This is an optimization exercise on Yosys and OpenROAD, whose aim is small area, a short achievable clock period and few clock cycles per item, not a production implementation. Only the layout flow was run in this run; the RTL was not checked for function there. Power figures rest on the tool's default switching activity, not on a simulated workload.

==> design/flow/config.mk <==
export PLATFORM = sky130hd
export DESIGN_NAME = pkt_lkp_top
export DESIGN_NICKNAME = pkt_lkp_top
export VERILOG_FILES = /design/flow/design.v
export SDC_FILE = /design/flow/constraint.sdc
export NUM_CORES = 4
export LEC_CHECK = 0
export CAP_MARGIN = 20
export CORE_MARGIN = 2
export CORE_UTILIZATION = 40
export CTS_CLUSTER_DIAMETER = 80
export CTS_CLUSTER_SIZE = 22
export SETUP_SLACK_MARGIN = 2.0
export SLEW_MARGIN = 20
export TNS_END_PERCENT = 100
==> design/flow/constraint.sdc <==
create_clock -name core_clock -period 4.0 [get_ports {clk}]
set_input_delay 0.8000 -clock core_clock [delete_from_list [all_inputs] [get_ports {clk}]]
set_output_delay 0.8000 -clock core_clock [all_outputs]
set_load 0.01 [all_outputs]
==> design/flow/design.v <==
`timescale 1ns/1ps
package pkt_lkp_pkg;
    localparam int LKP_INFO_W     = 20;
    localparam int ODR_ID_W       = 3;
    localparam int PAYLOAD_W      = 64;
    localparam int REQ_ID_W       = 10;
    localparam int ROB_DEPTH      = 8;
    localparam int ROB_IDX_W      = 3;
    localparam int LKP_FIFO_DEPTH = 4;
    localparam int LKP_FIFO_IDX_W = 2;
    localparam int PKT_META_W     = 1 + LKP_INFO_W + ODR_ID_W + 1;
    localparam int LKP_REQ_W      = LKP_INFO_W + REQ_ID_W;
    typedef logic [LKP_INFO_W-1:0] lkp_info_t;
    typedef logic [ODR_ID_W-1:0]   odr_id_t;
    typedef logic [PAYLOAD_W-1:0]  payload_t;
    typedef logic [REQ_ID_W-1:0]   req_id_t;
    typedef logic [ROB_IDX_W-1:0]  rob_idx_t;
    typedef struct packed {
        logic      lkp_en;
        lkp_info_t lkp_info;
        odr_id_t   odr_id;
        logic      so;
    } pkt_meta_t;
    typedef struct packed {
        lkp_info_t info;
        req_id_t   req_id;
    } lkp_req_t;
    typedef struct packed {
        lkp_info_t rslt;
        odr_id_t   odr_id;
        logic      so;
        payload_t  payload;
    } out_pkt_t;
endpackage
`timescale 1ns/1ps
module pkt_lkp_top
(
    input  logic      clk,
    input  logic      rst_i,
    input  logic      b2c_pkt_vld_i,
    input  logic      b2c_pkt_lkp_en_i,
    input  pkt_lkp_pkg::lkp_info_t b2c_pkt_lkp_info_i,
    input  pkt_lkp_pkg::odr_id_t   b2c_pkt_odr_id_i,
    input  logic      b2c_pkt_so_i,
    input  pkt_lkp_pkg::payload_t  b2c_pkt_payload_i,
    output logic      c2b_pkt_rdy_o,
    output logic      c2a_lkp_vld_o,
    output pkt_lkp_pkg::lkp_info_t c2a_lkp_info_o,
    output pkt_lkp_pkg::req_id_t   c2a_lkp_req_id_o,
    input  logic      a2c_lkp_rdy_i,
    input  logic      a2c_lkp_rsp_vld_i,
    input  pkt_lkp_pkg::req_id_t   a2c_lkp_rsp_id_i,
    input  pkt_lkp_pkg::lkp_info_t a2c_lkp_rslt_i,
    output logic      c2d_pkt_vld_o,
    output pkt_lkp_pkg::lkp_info_t c2d_pkt_lkp_rslt_o,
    output pkt_lkp_pkg::odr_id_t   c2d_pkt_odr_id_o,
    output logic      c2d_pkt_so_o,
    output pkt_lkp_pkg::payload_t  c2d_pkt_payload_o,
    input  logic      d2c_pkt_rdy_i
);
    localparam int N      = 4;
    localparam int IW     = 2;
    localparam int TW     = IW + 1;
    localparam int RW     = pkt_lkp_pkg::LKP_INFO_W;
    localparam int DW     = pkt_lkp_pkg::ODR_ID_W + 1 + pkt_lkp_pkg::PAYLOAD_W;
    logic [IW-1:0] head_q, tail_q, head_inc, tail_inc;
    logic          head_w_q, tail_w_q;
    logic [N-1:0]  tail_oh_q;
    logic [N-1:0]  head_oh_q;
    logic [TW-1:0] head_tag, tail_tag;
    logic          full_q, full_d;
    logic          rdy_q;
    logic          rdy;
    logic          pred_q;
    logic          accept, load;
    logic          slots_busy;
    assign head_inc = (head_q == IW'(N-1)) ? '0 : head_q + 1'b1;
    assign tail_inc = (tail_q == IW'(N-1)) ? '0 : tail_q + 1'b1;
    assign head_tag = {head_w_q, head_q};
    assign tail_tag = {tail_w_q, tail_q};
    assign slots_busy = full_q || (head_q != tail_q);
    logic          req_push;
    logic          req_block_d;
    assign rdy           = rdy_q || (pred_q && d2c_pkt_rdy_i);
    assign c2b_pkt_rdy_o = rdy;
    assign accept        = b2c_pkt_vld_i && rdy;
    assign req_push      = accept && b2c_pkt_lkp_en_i;
    logic          req_vld_q, req_vld_d;
    logic [RW-1:0] req_info_q;
    logic [TW-1:0] req_tag_q;
    logic          req_direct;
    assign req_direct       = b2c_pkt_vld_i && b2c_pkt_lkp_en_i && rdy;
    assign c2a_lkp_vld_o    = req_vld_q || req_direct;
    assign c2a_lkp_info_o   = req_info_q | (b2c_pkt_lkp_info_i & {RW{!req_vld_q}});
    assign c2a_lkp_req_id_o = pkt_lkp_pkg::REQ_ID_W'(req_tag_q | (tail_tag & {TW{!req_vld_q}}));
    always_comb
    begin
        req_vld_d = req_vld_q;
        if (req_push)
            req_vld_d = !(req_direct && a2c_lkp_rdy_i);
        else if (a2c_lkp_rdy_i)
            req_vld_d = 1'b0;
    end
    assign req_block_d = req_vld_d;
    always_ff @(posedge clk)
    begin
        if (rst_i)
            req_vld_q <= 1'b0;
        else
            req_vld_q <= req_vld_d;
    end
    always_ff @(posedge clk)
    begin
        if (rst_i || !req_vld_d)
        begin
            req_info_q <= '0;
            req_tag_q  <= '0;
        end
        else if (!req_vld_q)
        begin
            req_info_q <= b2c_pkt_lkp_info_i;
            req_tag_q  <= tail_tag;
        end
    end
    logic [DW-1:0] data_q [N];
    logic [RW-1:0] rslt_q [N];
    logic [N-1:0]  lkp_q;
    logic [N-1:0]  done_q;
    logic [IW-1:0] rsp_idx;
    logic          head_done;
    logic          head_rsp;
    logic          out_rsp;
    logic          out_full_q, out_done_q, out_full_d, out_done_d;
    logic [TW-1:0] out_tag_q;
    logic          out_free;
    logic          vld_d;
    assign rsp_idx   = a2c_lkp_rsp_id_i[IW-1:0];
    logic [DW-1:0] head_data;
    logic [RW-1:0] head_rslt;
    always_comb
    begin
        head_data = '0;
        head_rslt = '0;
        for (int i = 0; i < N; i++)
        begin
            head_data = head_data | (data_q[i] & {DW{head_oh_q[i]}});
            head_rslt = head_rslt | (rslt_q[i] & {RW{head_oh_q[i] & lkp_q[i]}});
        end
    end
    assign head_done = |(done_q & head_oh_q);
    assign head_rsp  = a2c_lkp_rsp_vld_i && (a2c_lkp_rsp_id_i[TW-1:0] == head_tag);
    assign out_rsp   = a2c_lkp_rsp_vld_i && out_full_q && !out_done_q &&
                       (a2c_lkp_rsp_id_i[TW-1:0] == out_tag_q);
    logic [N-1:0]  gen_q;
    logic [N-1:0]  slot_wr;
    always_comb
        for (int i = 0; i < N; i++)
            slot_wr[i] = a2c_lkp_rsp_vld_i && (rsp_idx == IW'(i)) &&
                         (a2c_lkp_rsp_id_i[IW] == gen_q[i]);
    assign out_free  = !out_full_q || (c2d_pkt_vld_o && d2c_pkt_rdy_i);
    assign load      = out_free && slots_busy;
    always_ff @(posedge clk)
    begin
        for (int i = 0; i < N; i++)
        begin
            if (accept && tail_oh_q[i])
            begin
                data_q[i] <= {b2c_pkt_odr_id_i, b2c_pkt_so_i, b2c_pkt_payload_i};
                lkp_q[i]  <= b2c_pkt_lkp_en_i;
                gen_q[i]  <= tail_w_q;
            end
            if (slot_wr[i])
                rslt_q[i] <= a2c_lkp_rslt_i;
        end
    end
    always_comb
    begin
        full_d = full_q;
        if (accept && !load)
            full_d = (tail_inc == head_q);
        else if (load && !accept)
            full_d = 1'b0;
    end
    always_ff @(posedge clk)
    begin
        if (rst_i)
        begin
            head_q   <= '0;
            head_oh_q <= N'(1);
            tail_q   <= '0;
            tail_oh_q <= N'(1);
            head_w_q <= 1'b0;
            tail_w_q <= 1'b0;
            full_q   <= 1'b0;
            rdy_q    <= 1'b0;
            pred_q   <= 1'b0;
            done_q   <= '0;
        end
        else
        begin
            full_q <= full_d;
            rdy_q  <= !full_d && !req_block_d;
            pred_q <= full_d && vld_d && !req_block_d;
            done_q <= done_q | slot_wr;
            if (load)
            begin
                done_q[head_q] <= 1'b0;
                head_q         <= head_inc;
                head_oh_q      <= {head_oh_q[N-2:0], head_oh_q[N-1]};
                if (head_q == IW'(N-1))
                    head_w_q <= !head_w_q;
            end
            if (accept)
            begin
                done_q[tail_q] <= !b2c_pkt_lkp_en_i;
                tail_q         <= tail_inc;
                tail_oh_q      <= {tail_oh_q[N-2:0], tail_oh_q[N-1]};
                if (tail_q == IW'(N-1))
                    tail_w_q <= !tail_w_q;
            end
        end
    end
    logic [RW-1:0] out_rslt;
    assign out_rslt = (load && head_done) ? head_rslt : a2c_lkp_rslt_i;
    always_comb
    begin
        out_full_d = out_full_q;
        out_done_d = out_done_q;
        if (load)
        begin
            out_full_d = 1'b1;
            out_done_d = head_done || head_rsp;
        end
        else
        begin
            if (c2d_pkt_vld_o && d2c_pkt_rdy_i)
                out_full_d = 1'b0;
            if (out_rsp)
                out_done_d = 1'b1;
        end
    end
    assign vld_d = out_full_d && out_done_d;
    always_ff @(posedge clk)
    begin
        if (rst_i)
        begin
            out_full_q    <= 1'b0;
            out_done_q    <= 1'b0;
            c2d_pkt_vld_o <= 1'b0;
        end
        else
        begin
            out_full_q    <= out_full_d;
            out_done_q    <= out_done_d;
            c2d_pkt_vld_o <= vld_d;
        end
    end
    always_ff @(posedge clk)
    begin
        if (load)
            out_tag_q <= head_tag;
    end
    always_ff @(posedge clk)
    begin
        if (rst_i)
        begin
            {c2d_pkt_odr_id_o, c2d_pkt_so_o, c2d_pkt_payload_o} <= '0;
            c2d_pkt_lkp_rslt_o <= '0;
        end
        else
        begin
            if (load)
                {c2d_pkt_odr_id_o, c2d_pkt_so_o, c2d_pkt_payload_o} <= head_data;
            if (load || out_rsp)
                c2d_pkt_lkp_rslt_o <= out_rslt;
        end
    end
endmodule
==> design/flow/flow/run.sh <==
#!/bin/bash
# Standard layout, with plain buffers on the ports and footprint-free resizing.
set -euo pipefail
bash standard.sh MATCH_CELL_FOOTPRINT=0 "BUFFER_PORTS_ARGS=-buffer_cell sky130_fd_sc_hd__buf_1" finish > make_finish.log 2>&1
==> design/flow/standard.sh <==
#!/bin/bash
# synth_recipe.tcl (not shown) runs the flow's synth.tcl, then flattens the netlist and writes it again
# the make line also repeats each setting of config.mk as NAME=value (left out here)
make -C /OpenROAD-flow-scripts/flow DESIGN_CONFIG=/design/flow/config.mk WORK_HOME=/design/flow/orfs CLKGATE_MAP_FILE= SYNTH_SCRIPT=/design/flow/synth_recipe.tcl "${@:-finish}"
==> results.toml <==
[synth]
synth_ff_type = "edfxtp_1"
synth_cell_types = 49
async_flop_share_pct = 0
yosysMostFrequentCell = "edfxtp_1"
synth_area_um2 = 18400
synth.avg_cell_area_um2 = 14.5
ys_ff_latch = 499
post-synth-top-area-cell = "edfxtp_1"
synth-edff-count = 363
yosysWarnings = 3
synth_top_cell_area_share_pct = 59.4
syn_inst = 1265
ys_top_cells_by_count = "edfxtp_1, a22oi_1, dfxtp_1, nand2_1, nor2_1"
synth.yosys.seq_area_share_pct = 74.2
synth_area_leaders = "edfxtp_1, dfxtp_1, a22oi_1"

[timing]
skew_ns = 0.0193
period_minus_slack_ns = 2.38
rsz0062_at_grt = "true"
setup_tns_ns = 0
max_freq_mhz = 420
slew_violations = 0
setup_viol = 0
period_share_pct = 59.5
tightest_slew_ns = 1.02
max_slew_margin_pct = 31.8
hold_viol_final = 0

[floorplan]
placement_rows = 78
core_um2 = 45400
start_util_pct = 40.4
dieArea_um2 = 47600
fp.dieW_um = 218
die_h_um = 218
ios = 246

[layout]
antennaDiodeCount = 0
fillers = 4024
utilization_pct = 46.8
final_area_um2 = 21300
drive_above_1_share_pct = 12.0
fin_nets = 1607
instances_no_fill = 2094
syn2layout_area_growth_pct = 15.8

[cts]
cts_num_sinks = 499
cts_hold_buf = 0
cts.path.max_buffers = 3
cts_made_buffers = 28
worstSkewPairLatency_ns = 0.58
clk_pin_slew_ns = 0.09
htreeDepth = 1
cts_tree = "yes"
cts_root_buffer = "clkbuf_16"

[worst_setup_path]
r2r_slack_ns = 2.07
reg2regPathDepth = 6
r2r_start = "tail_q[0]"
worstPathArrival_ns = 1.58
end_kind = "output pin"
required_ns = 3.20
r2r_end = "c2d_pkt_lkp_rslt_o[0]"
start_kind = "register"
cp_max_fo = 12
critical_path_class = "reg -> out"

[place]
dp_cells = 2022
dpl.hpwl_mm = 24.5
routabilityCongestion = 0.733
place_area_um2 = 19900
io_buffers = 231

[pwr]
fin_total_pwr_uw = 12500
cellPowerDensity_nw_per_um2 = 590
peakVddDrop_mv = 0.424
p_leak_uw = 0.00682

[grt]
antenna_found_initial = 2
grt_pass1_wl_mm = 67.1
grtUsageTotal_pct = 18.3
grt_max_degree = 70
grt_pass1_vias = 11400
grt_overflow_total = 0

[detailed_routing]
antenna_left = 0
viasPerCell = 5.50
drt_wl_total_mm = 46.2
drtIter0Drc = 726
wl_per_cell_um = 22.1
drt_pre_antenna_iters = 5
via_count = 11500
drc_errors = 0

[status]
status = "no timing/DRC/antenna violations"

[worst_hold_path]
hold_end = "req_info_q[1]"
worstHoldStart = "b2c_pkt_lkp_info_i[1]"
hp-class = "in -> reg"
hold_path_depth = 3

[run]
maxCapViolations = 0
## area by class of cell
cell class	instances	area [um2]	share of cell area, %
Sequential cell	499	13600	64.2
Multi-Input combinational cell	630	4340	20.4
Clock buffer	45	786	3.70
Clock inverter	6	86.3	0.406
Inverter	37	180	0.848
Tap cell	600	751	3.53
Timing Repair Buffer	274	1450	6.80
Timing Repair inverter	3	23.8	0.112
## worst max-delay path: stages, from the launching register on
cell        delay [ns]
dfxtp_4           0.42
clkinvlp_4        0.10
buf_6             0.15
a21o_1            0.19
clkbuf_2          0.14
## worst max path at each step
stage,slack (ns),endpoint,depth (start not counted),from
after floorplan,1.17,data_q[0][0],6,d2c_pkt_rdy_i
after global placement,1.17,data_q[2][51],5,b2c_pkt_vld_i
after detailed placement,1.13,data_q[2][52],5,b2c_pkt_vld_i
after CTS,1.62,c2a_lkp_req_id_o[1],4,req_vld_q
after global routing,1.54,c2a_lkp_req_id_o[1],4,req_vld_q
final,1.62,c2a_lkp_req_id_o[1],4,req_vld_q
## where the power goes
part | total, uW | switching, uW | internal, uW
combinational | 3130 | 1990 | 1140
sequential | 6330 | 344 | 5980
clock | 3090 | 1640 | 1450
total | 12500 | 3980 | 8560
## registers in the layout, indices dropped and copies added (netlist names), 4 cells and up
signal / count
lkp_q: 4
head_oh_q: 4
rslt_q: 80
c2d_pkt_lkp_rslt_o: 20
c2d_pkt_payload_o: 64
gen_q: 4
done_q: 4
tail_oh_q: 4
req_info_q: 20
data_q: 272
## cell usage in the layout (no fill, tap or decap), drive strengths merged, types with 3 or more instances in the layout
cell and n:
edfxtp 363, buf 241, a22oi 136, dfxtp 136, nand2 81, clkbuf 78
nor2 76, a311oi 71, a21oi 56, nand3 47, inv 36, nand2b 19
a32o 18, nor4 18, o32ai 18, ha 9, xnor2 8, clkinvlp 7
a21o 7, conb 7, xor2 7, nor3b 5, and3 5, nand4 4
o221ai 4, o21ai 4, nor3 4, or3 3, a221oi 3
## layer usage
layer / share of wire [%] / GRT usage (%)
met1: 43 / 23.5
met2: 49 / 31.8
met3: 7.1 / 4.18
met4: 1.4 / 4.01
met5: 0.058 / 0
## cells by family (layout without fill, tap and decap cells)
logic type | Yosys count | count (layout) | share of synthesized area (%)
buffers and inverters | 143 | 365 | 3.58
adder cells (fa/ha/maj) | 9 | 9 | 0.614
AO/OA/AOI/OAI | 328 | 328 | 13.9
other | 1 | 7 | 0.0204
flip-flops | 499 | 499 | 74.2
XOR/XNOR | 15 | 15 | 0.798
AND/OR/NAND/NOR | 270 | 271 | 6.83
## stage by stage
step	worst slack (ns)	hold WS, ns
after global routing	1.54	0.430
final	1.62	0.458
after global placement	1.17	0.445
after floorplan	1.17	0.432
after detailed placement	1.13	0.451
after CTS	1.62	0.427
## timing repair
action                                  CTS  global route
pin swaps                                 2             2
endpoints found under the setup margin  318           147
setup buffers                            13             2
gates cloned                              1             5
gates resized for setup                  48            31
endpoints found under the hold margin     0             0

## static timing again, ports no longer ideal
Ports are ideal in the flow. The routed layout listed here was re-timed in OpenROAD.
Step 1, drivers: a clkbuf_16 drives clk and a buf_2 each remaining input, both assumed.
Step 2 adds t to the input delays and takes it off the output delays; t is the mean of the earliest and latest rising clock arrival at the registers after step 1. Input paths then give back, and output paths get back, about the clock's delay inside the block.
a / b / c = no drivers / after step 1 / after step 2; a / b = the first two.
t (ns): 0.629
setup WS [ns]: 1.620 / 1.564 / 1.486
worst data-port slew with drivers (ns): 0.08
After both steps this run still meets setup and hold. For this run, drivers alone change the setup slack by -0.056 ns; drivers and shift together by -0.134 ns.
